Source: an optimization exercise on an open RTL-to-GDS flow (aim: small area). Production flows keep margins and buffers that such runs may drop.
The RTL was checked by simulation tests, not by an equivalence proof against the original design.
Power figures rest on the tool's default switching activity, not on a simulated workload.

===== design.v =====
`default_nettype none
package mips_reg_pkg;
	localparam int WORD_W = 32;
	localparam int BYTE_W = 8;
	localparam int IDX_W  = 5;
	localparam int NUM_REGS = 1 << IDX_W;
	typedef logic [WORD_W-1:0] word_t;
	typedef logic [BYTE_W-1:0] byte_t;
	typedef logic [IDX_W-1:0] reg_idx_t;
	localparam reg_idx_t REG_ZERO = 5'd0;
	localparam reg_idx_t REG_RA = 5'd31;
endpackage
`default_nettype wire
`default_nettype none
package mips_fpr_pkg;
	localparam int FPR_WORD_W = 32;
	localparam int FPR_IDX_W  = 5;
	localparam int PAIR_IDX_W = FPR_IDX_W - 1;
	localparam int NUM_PAIRS  = 1 << PAIR_IDX_W;
	typedef logic [PAIR_IDX_W-1:0] pair_idx_t;
	typedef struct packed {
		logic [FPR_WORD_W-1:0] msw;  
		logic [FPR_WORD_W-1:0] lsw;  
	} fpr_pair_t;
	typedef struct packed {
		logic [FPR_WORD_W-1:0] hi;
		logic [FPR_WORD_W-1:0] lo;
	} hilo_t;
	typedef union packed {
		fpr_pair_t pair;
		hilo_t     hilo;
	} wide_word_u;
endpackage
`default_nettype wire
`default_nettype none
module write_steer
(
	input  logic       reg_write_i,
	input  logic       load_byte_i,
	input  logic       jal_i,
	input  logic       fp_write_i,
	input  logic       muldiv_i,
	input  logic       wide_write_i,
	input  mips_reg_pkg::reg_idx_t   wr_addr_i,
	input  mips_reg_pkg::word_t      wr_data_i,
	input  mips_fpr_pkg::wide_word_u wr_data64_i,
	output logic            int_we_o,
	output mips_reg_pkg::reg_idx_t        int_addr_o,
	output mips_reg_pkg::word_t           int_data_o,
	output logic            fpr_we_o,
	output mips_fpr_pkg::pair_idx_t       fpr_pair_addr_o,
	output mips_fpr_pkg::fpr_pair_t       fpr_pair_data_o,
	output logic            hilo_we_o,
	output mips_fpr_pkg::hilo_t           hilo_data_o
);
	mips_reg_pkg::byte_t ld_byte;     
	logic  hilo_sel;    
	logic  fpr_sel;
	logic  int_sel;
	assign ld_byte = wr_data_i[mips_reg_pkg::BYTE_W-1:0];
	assign hilo_sel = reg_write_i && wide_write_i && muldiv_i;
	assign fpr_sel  = reg_write_i && !hilo_sel && fp_write_i;
	assign int_sel  = reg_write_i && !hilo_sel && !fp_write_i;
	assign hilo_we_o   = hilo_sel;
	assign hilo_data_o = wr_data64_i.hilo;
	assign fpr_we_o        = fpr_sel && !wr_addr_i[0];
	assign fpr_pair_addr_o = wr_addr_i[mips_reg_pkg::IDX_W-1:1];
	always_comb begin
		if (wide_write_i) begin
			fpr_pair_data_o = wr_data64_i.pair;  
		end else begin
			fpr_pair_data_o.msw = '0;
			fpr_pair_data_o.lsw = wr_data_i;
		end
	end
	always_comb begin
		int_addr_o = wr_addr_i;
		int_data_o = wr_data_i;
		if (load_byte_i) begin
			int_data_o = mips_reg_pkg::word_t'(ld_byte);  
		end else if (jal_i) begin
			int_addr_o = mips_reg_pkg::REG_RA;  
		end
	end
	assign int_we_o = int_sel && (int_addr_o != mips_reg_pkg::REG_ZERO);
endmodule
`default_nettype wire
`default_nettype none
module reg_storage
(
	input  logic      Clk,
	input  logic      rst_i,
	input  logic      int_we_i,
	input  mips_reg_pkg::reg_idx_t  int_addr_i,
	input  mips_reg_pkg::word_t     int_data_i,
	input  logic      fpr_we_i,
	input  mips_fpr_pkg::pair_idx_t fpr_pair_addr_i,
	input  mips_fpr_pkg::fpr_pair_t fpr_pair_data_i,
	input  logic      hilo_we_i,
	input  mips_fpr_pkg::hilo_t     hilo_data_i,
	input  mips_reg_pkg::reg_idx_t  rs_addr_i,
	input  mips_reg_pkg::reg_idx_t  rt_addr_i,
	output mips_reg_pkg::word_t          int_rs_o,
	output mips_reg_pkg::word_t          int_rt_o,
	output mips_fpr_pkg::fpr_pair_t      fpr_rs_o,
	output mips_fpr_pkg::fpr_pair_t      fpr_rt_o,
	output mips_reg_pkg::word_t          hi_o,
	output mips_reg_pkg::word_t          lo_o
);
	mips_reg_pkg::word_t     int_regs [mips_reg_pkg::NUM_REGS];
	logic [2*mips_reg_pkg::WORD_W-1:0] fpr_regs [mips_fpr_pkg::NUM_PAIRS];  
	mips_fpr_pkg::hilo_t     hilo_q;
	mips_fpr_pkg::pair_idx_t rs_pair;
	mips_fpr_pkg::pair_idx_t rt_pair;
	assign rs_pair = rs_addr_i[mips_reg_pkg::IDX_W-1:1];
	assign rt_pair = rt_addr_i[mips_reg_pkg::IDX_W-1:1];
	always_ff @(posedge Clk) begin
		if (rst_i) begin
			for (int i = 0; i < mips_reg_pkg::NUM_REGS; i++) begin
				int_regs[i] <= '0;
			end
			for (int i = 0; i < mips_fpr_pkg::NUM_PAIRS; i++) begin
				fpr_regs[i] <= '0;
			end
			hilo_q <= '0;
		end else begin
			if (int_we_i) begin
				int_regs[int_addr_i] <= int_data_i;
			end
			if (fpr_we_i) begin
				fpr_regs[fpr_pair_addr_i] <= fpr_pair_data_i;
			end
			if (hilo_we_i) begin
				hilo_q <= hilo_data_i;
			end
		end
	end
	assign int_rs_o = int_regs[rs_addr_i];
	assign int_rt_o = int_regs[rt_addr_i];
	assign fpr_rs_o = fpr_regs[rs_pair];
	assign fpr_rt_o = fpr_regs[rt_pair];
	assign hi_o = hilo_q.hi;  
	assign lo_o = hilo_q.lo;
endmodule
`default_nettype wire
`default_nettype none
module read_select
(
	input  logic      Clk,
	input  logic      rst_i,
	input  mips_reg_pkg::reg_idx_t  rs_addr_i,
	input  mips_reg_pkg::reg_idx_t  rt_addr_i,
	input  logic      fp_read_i,
	input  logic      store_byte_i,
	input  mips_reg_pkg::word_t     int_rs_i,
	input  mips_reg_pkg::word_t     int_rt_i,
	input  mips_fpr_pkg::fpr_pair_t fpr_rs_i,
	input  mips_fpr_pkg::fpr_pair_t fpr_rt_i,
	output mips_reg_pkg::word_t          rs_data_o,
	output mips_reg_pkg::word_t          rs_msw_o,
	output mips_reg_pkg::word_t          rt_data_o,
	output mips_reg_pkg::word_t          rt_msw_o
);
	mips_reg_pkg::byte_t st_byte;    
	mips_reg_pkg::word_t rt_word;    
	assign st_byte = int_rt_i[mips_reg_pkg::BYTE_W-1:0];
	assign rt_word = store_byte_i ? mips_reg_pkg::word_t'(st_byte) : int_rt_i;
	always_ff @(posedge Clk) begin
		if (rst_i) begin
			rs_data_o <= '0;
			rs_msw_o  <= '0;
			rt_data_o <= '0;
			rt_msw_o  <= '0;
		end else if (fp_read_i) begin
			if (!rs_addr_i[0]) begin
				rs_data_o <= fpr_rs_i.lsw;
				rs_msw_o  <= fpr_rs_i.msw;
			end
			if (!rt_addr_i[0]) begin
				rt_data_o <= fpr_rt_i.lsw;
				rt_msw_o  <= fpr_rt_i.msw;
			end
		end else begin
			rs_data_o <= int_rs_i;  
			rt_data_o <= rt_word;
		end
	end
endmodule
`default_nettype wire
`default_nettype none
module regfile_top
(
	input  logic       Clk,
	input  logic       rst_i,
	input  mips_reg_pkg::reg_idx_t   rs_addr_i,
	input  mips_reg_pkg::reg_idx_t   rt_addr_i,
	input  logic       fp_read_i,
	input  logic       store_byte_i,
	input  logic       reg_write_i,
	input  logic       load_byte_i,
	input  logic       jal_i,
	input  logic       fp_write_i,
	input  logic       muldiv_i,
	input  logic       wide_write_i,
	input  mips_reg_pkg::reg_idx_t   wr_addr_i,
	input  mips_reg_pkg::word_t      wr_data_i,
	input  mips_fpr_pkg::wide_word_u wr_data64_i,
	output mips_reg_pkg::word_t           rs_data_o,
	output mips_reg_pkg::word_t           rs_msw_o,
	output mips_reg_pkg::word_t           rt_data_o,
	output mips_reg_pkg::word_t           rt_msw_o,
	output mips_reg_pkg::word_t           hi_o,
	output mips_reg_pkg::word_t           lo_o
);
	logic      int_we;
	mips_reg_pkg::reg_idx_t  int_addr;
	mips_reg_pkg::word_t     int_data;
	logic      fpr_we;
	mips_fpr_pkg::pair_idx_t fpr_pair_addr;
	mips_fpr_pkg::fpr_pair_t fpr_pair_data;
	logic      hilo_we;
	mips_fpr_pkg::hilo_t     hilo_data;
	mips_reg_pkg::word_t     int_rs;
	mips_reg_pkg::word_t     int_rt;
	mips_fpr_pkg::fpr_pair_t fpr_rs;
	mips_fpr_pkg::fpr_pair_t fpr_rt;
	write_steer u_write_steer (
		.reg_write_i     (reg_write_i),
		.load_byte_i     (load_byte_i),
		.jal_i           (jal_i),
		.fp_write_i      (fp_write_i),
		.muldiv_i        (muldiv_i),
		.wide_write_i    (wide_write_i),
		.wr_addr_i       (wr_addr_i),
		.wr_data_i       (wr_data_i),
		.wr_data64_i     (wr_data64_i),
		.int_we_o        (int_we),
		.int_addr_o      (int_addr),
		.int_data_o      (int_data),
		.fpr_we_o        (fpr_we),
		.fpr_pair_addr_o (fpr_pair_addr),
		.fpr_pair_data_o (fpr_pair_data),
		.hilo_we_o       (hilo_we),
		.hilo_data_o     (hilo_data)
	);
	reg_storage u_reg_storage (
		.Clk             (Clk),
		.rst_i           (rst_i),
		.int_we_i        (int_we),
		.int_addr_i      (int_addr),
		.int_data_i      (int_data),
		.fpr_we_i        (fpr_we),
		.fpr_pair_addr_i (fpr_pair_addr),
		.fpr_pair_data_i (fpr_pair_data),
		.hilo_we_i       (hilo_we),
		.hilo_data_i     (hilo_data),
		.rs_addr_i       (rs_addr_i),
		.rt_addr_i       (rt_addr_i),
		.int_rs_o        (int_rs),
		.int_rt_o        (int_rt),
		.fpr_rs_o        (fpr_rs),
		.fpr_rt_o        (fpr_rt),
		.hi_o            (hi_o),
		.lo_o            (lo_o)
	);
	read_select u_read_select (
		.Clk          (Clk),
		.rst_i        (rst_i),
		.rs_addr_i    (rs_addr_i),
		.rt_addr_i    (rt_addr_i),
		.fp_read_i    (fp_read_i),
		.store_byte_i (store_byte_i),
		.int_rs_i     (int_rs),
		.int_rt_i     (int_rt),
		.fpr_rs_i     (fpr_rs),
		.fpr_rt_i     (fpr_rt),
		.rs_data_o    (rs_data_o),
		.rs_msw_o     (rs_msw_o),
		.rt_data_o    (rt_data_o),
		.rt_msw_o     (rt_msw_o)
	);
endmodule
`default_nettype wire

===== run.sh =====
#!/bin/bash
# synth_recipe.tcl (not shown) runs the flow's synth.tcl, then flattens the netlist and writes it again
# the make line also repeats each setting of config.mk as NAME=value (left out here)
make -C /OpenROAD-flow-scripts/flow DESIGN_CONFIG=/design/flow/config.mk WORK_HOME=/design/flow/orfs CLKGATE_MAP_FILE= SYNTH_SCRIPT=/design/flow/synth_recipe.tcl finish

===== config.mk =====
export PLATFORM = sky130hd
export DESIGN_NAME = regfile_top
export DESIGN_NICKNAME = regfile_top
export VERILOG_FILES = /design/flow/design.v
export SDC_FILE = /design/flow/constraint.sdc
export NUM_CORES = 4
export LEC_CHECK = 0
export CAP_MARGIN = 20
export CORE_MARGIN = 2
export CORE_UTILIZATION = 40
export SLEW_MARGIN = 20

===== constraint.sdc =====
create_clock -name core_clock -period 5.0 [get_ports {Clk}]
set_input_delay 1.0000 -clock core_clock [delete_from_list [all_inputs] [get_ports {Clk}]]
set_output_delay 1.0000 -clock core_clock [all_outputs]
set_load 0.01 [all_outputs]

==> reports/metrics.cfg <==
[worst_setup_path]
cp-start-kind=input port
critical_path_class=input port to flip-flop
cp_max_fo=27
end_kind=flip-flop
regToRegStartpoint=u_reg_storage.int_regs[23][10]
cpMaxStageDelayCell=nor2b_2
cp.required_ns=5.47
critPathMaxStageDelay_ns=0.60
cp_cell_sequence=clkdlybuf4s50_1 -> nor2b_2 -> nand3_1 -> nor3_1 -> buf_4 -> nand2_4 -> nand2b_4 -> buf_4
cp_data_arrival_time_ns=4.28
crit_top_cell=buf_4
startpoint=reg_write_i

[logic_synthesis]
synth_edf_count=2048
yosysTopAreaCell=edfxtp_1
yosysWarningCount=3
synthCells=7709
async_flop_share=0
synth.most_common_cell=edfxtp_1
syn_area_um2=111000
synth_seq_cells=2240
synth_seq_area_share=0.590
synthFlopType=edfxtp_1
synth_top_area_share=0.555
synth.avg_cell_area_um2=14.4
synthTopCellsByArea=edfxtp_1, mux4_2, nor2_1, dfxtp_1, mux2i_1
synth_top_cells_by_count=edfxtp_1, nor2_1, mux4_2, clkbuf_1, nand2_1
ys_types=64

[sta]
fin_crit_ns=3.80
max_freq_mhz=263
fin_setup_tns_ns=0
rsz0062_at_grt=false
slew_viol_final=0
hold_viol=0
setup-violations-final=0
setup_ws_ns=1.20
slew_headroom=0.173
worst_clock_skew_ns=0.0652
worstMarginPinSlew_ns=1.21
timing.final.crit_share=0.761

[clock_tree]
ctsHoldBuffers=0
cts_setup_buffers=0
cts.sinks=2240
cts_tree=built
htreeDepth=5
cts_resized=0
cts_made_buffers=266
ctsRootBufferMaster=clkbuf_16
path_clk_slew_ns=0.06
clk-insertion-delay-late_ns=0.89
cts_buffer_depth=4

[global_route]
grt_max_degree=92
grt_first_pass_wirelength_um=610000
grt_use_total=0.311
gr-total-overflow=0
grt_pass1_vias=76629
antenna_found_initial=32

[place]
dp_slack_ns=0.410
routabilityCongestion=0.959
post-dp-hpwl_um=285000
dp_cells=11411
io_buffers=312

[power]
peakVddDrop_v=0.000248
p_per_area_nw_per_um2=366
total_power_mw=47.1
cellLeakagePower_nw=43.7

[layout]
nets=8095
final_cell_count_no_fill=11892
area_growth_pct=16.3
layout-drive-gt1-share=0.245
final_core_util=0.467

[drt]
detailroute.via_count=77492
wl_per_cell_um=37.2
avgViaCountPerCell=6.52
drc_errors=0
drt_iter0_markers=12957
wl_um=442000
dr.pass1.iters=6
ant_nets=0

[floorplan]
initial_core_util=0.401
row_count=193
design.die.area_um2=281000
pin_count=313
coreArea_um2=276000
die_height_um=530
fp.dieW_um=530

[flow_run]
maxCapViolCount=0

[run_status]
status=finished clean

[hold_path]
worstHoldStart=u_reg_storage.hilo_q[42]
hold_class=flip-flop to flip-flop

-- placed cells by master (no fill, tap or decap), types with 101 or more instances in the layout --
cell type and count:
dfxtp_1 192, clkdlybuf4s50_1 299, and3_1 259, nor2_1 1825
nand2_1 339, mux4_2 1022, a22oi_1 101, edfxtp_1 2048
mux2i_1 319, clkbuf_16 275, buf_4 360, a21oi_1 132
-- worst max-delay path: cells and delay by family --
family                 cells  cell delay (ns)
buffers and inverters      3             1.38
AND/OR/NAND/NOR            5             1.84
-- cells by family (layout without fill, tap and decap cells) --
kind of cell           count (synthesis)  count (layout)  synth area share
AO/OA/AOI/OAI                        570             570            0.0349
buffers and inverters                830            1268            0.0322
flip-flops                          2240            2240             0.590
multiplexers                        1380            1380             0.240
other                                  1              41         0.0000339
AND/OR/NAND/NOR                     2688            2688             0.103
-- metrics by stage --
step	hold WS, ns	instance area (um^2)
2_1_floorplan	0.481	111000
3_3_place_gp	0.443	120000
3_5_place_dp	0.447	120000
6_report	0.452	129000
4_1_cts	0.456	129000
5_1_grt	0.468	129000
-- final timing paths --
check,end,slack (ns),cells past startpoint
max reg2reg,u_read_select.rt_data_o[10],2.19,5
min,u_reg_storage.hilo_q[42],0.45,2
min reg2reg,u_reg_storage.hilo_q[42],0.45,2
max,u_reg_storage.fpr_regs[8][38],1.20,8
-- report_power, final --
part	internal (mW)	switching (mW)	leakage, nW
clock	11.2	8.06	4.11
sequential	21.4	0.666	21.0
combinational	2.34	3.42	18.6
total	34.9	12.1	43.7
-- registers in the layout, indices dropped and copies added, names as in the netlist --
register                 flops
u_read_select.rs_data_o     32
u_reg_storage.int_regs    1024
u_read_select.rs_msw_o      32
u_reg_storage.hilo_q        64
u_read_select.rt_msw_o      32
u_read_select.rt_data_o     32
u_reg_storage.fpr_regs    1024
-- routing by layer --
layer / wire length, um / vias to the layer above / track usage / share of wire
met2: 196000 / 6123 / 0.464 / 0.44
met4: 34200 / 32 / 0.201 / 0.077
met3: 57400 / 1307 / 0.0814 / 0.13
met5: 214 / - / 0 / 0.00048
met1: 155000 / 39974 / 0.403 / 0.35
li1: - / 30056 / - / -
-- final cells by class --
class	count	area, um^2
Fill cell	23830	147000
Sequential cell	2240	65300
Multi-Input combinational cell	4670	42600
Timing Repair Buffer	760	7660
Clock buffer	353	7310
Tap cell	3705	4640
Clock inverter	119	1090
Inverter	36	136
Antenna cell	9	22.5

==> separate check: timing with driven ports <==
How much do the figures lean on ideal ports? The routed layout below was timed once more, with nothing changed but the port constraints.
Step 1, drivers: a clkbuf_16 drives Clk and a buf_2 each remaining input, both assumed.
Step 2 times the ports against the registers' clock, not the clock port: input delays grow and output delays shrink by t, the midpoint of the rising clock arrivals with the driver on.
Slacks: no drivers / after step 1 / after step 2; pairs: no drivers / after step 1.
t (ns): 0.969
slack for setup (ns): 1.195 / 1.282 / 0.314
cell pins on the clock port's net: 1
After both steps this run still meets setup and hold. For this run, drivers alone change the setup slack by +0.087 ns; drivers and shift together by -0.881 ns.
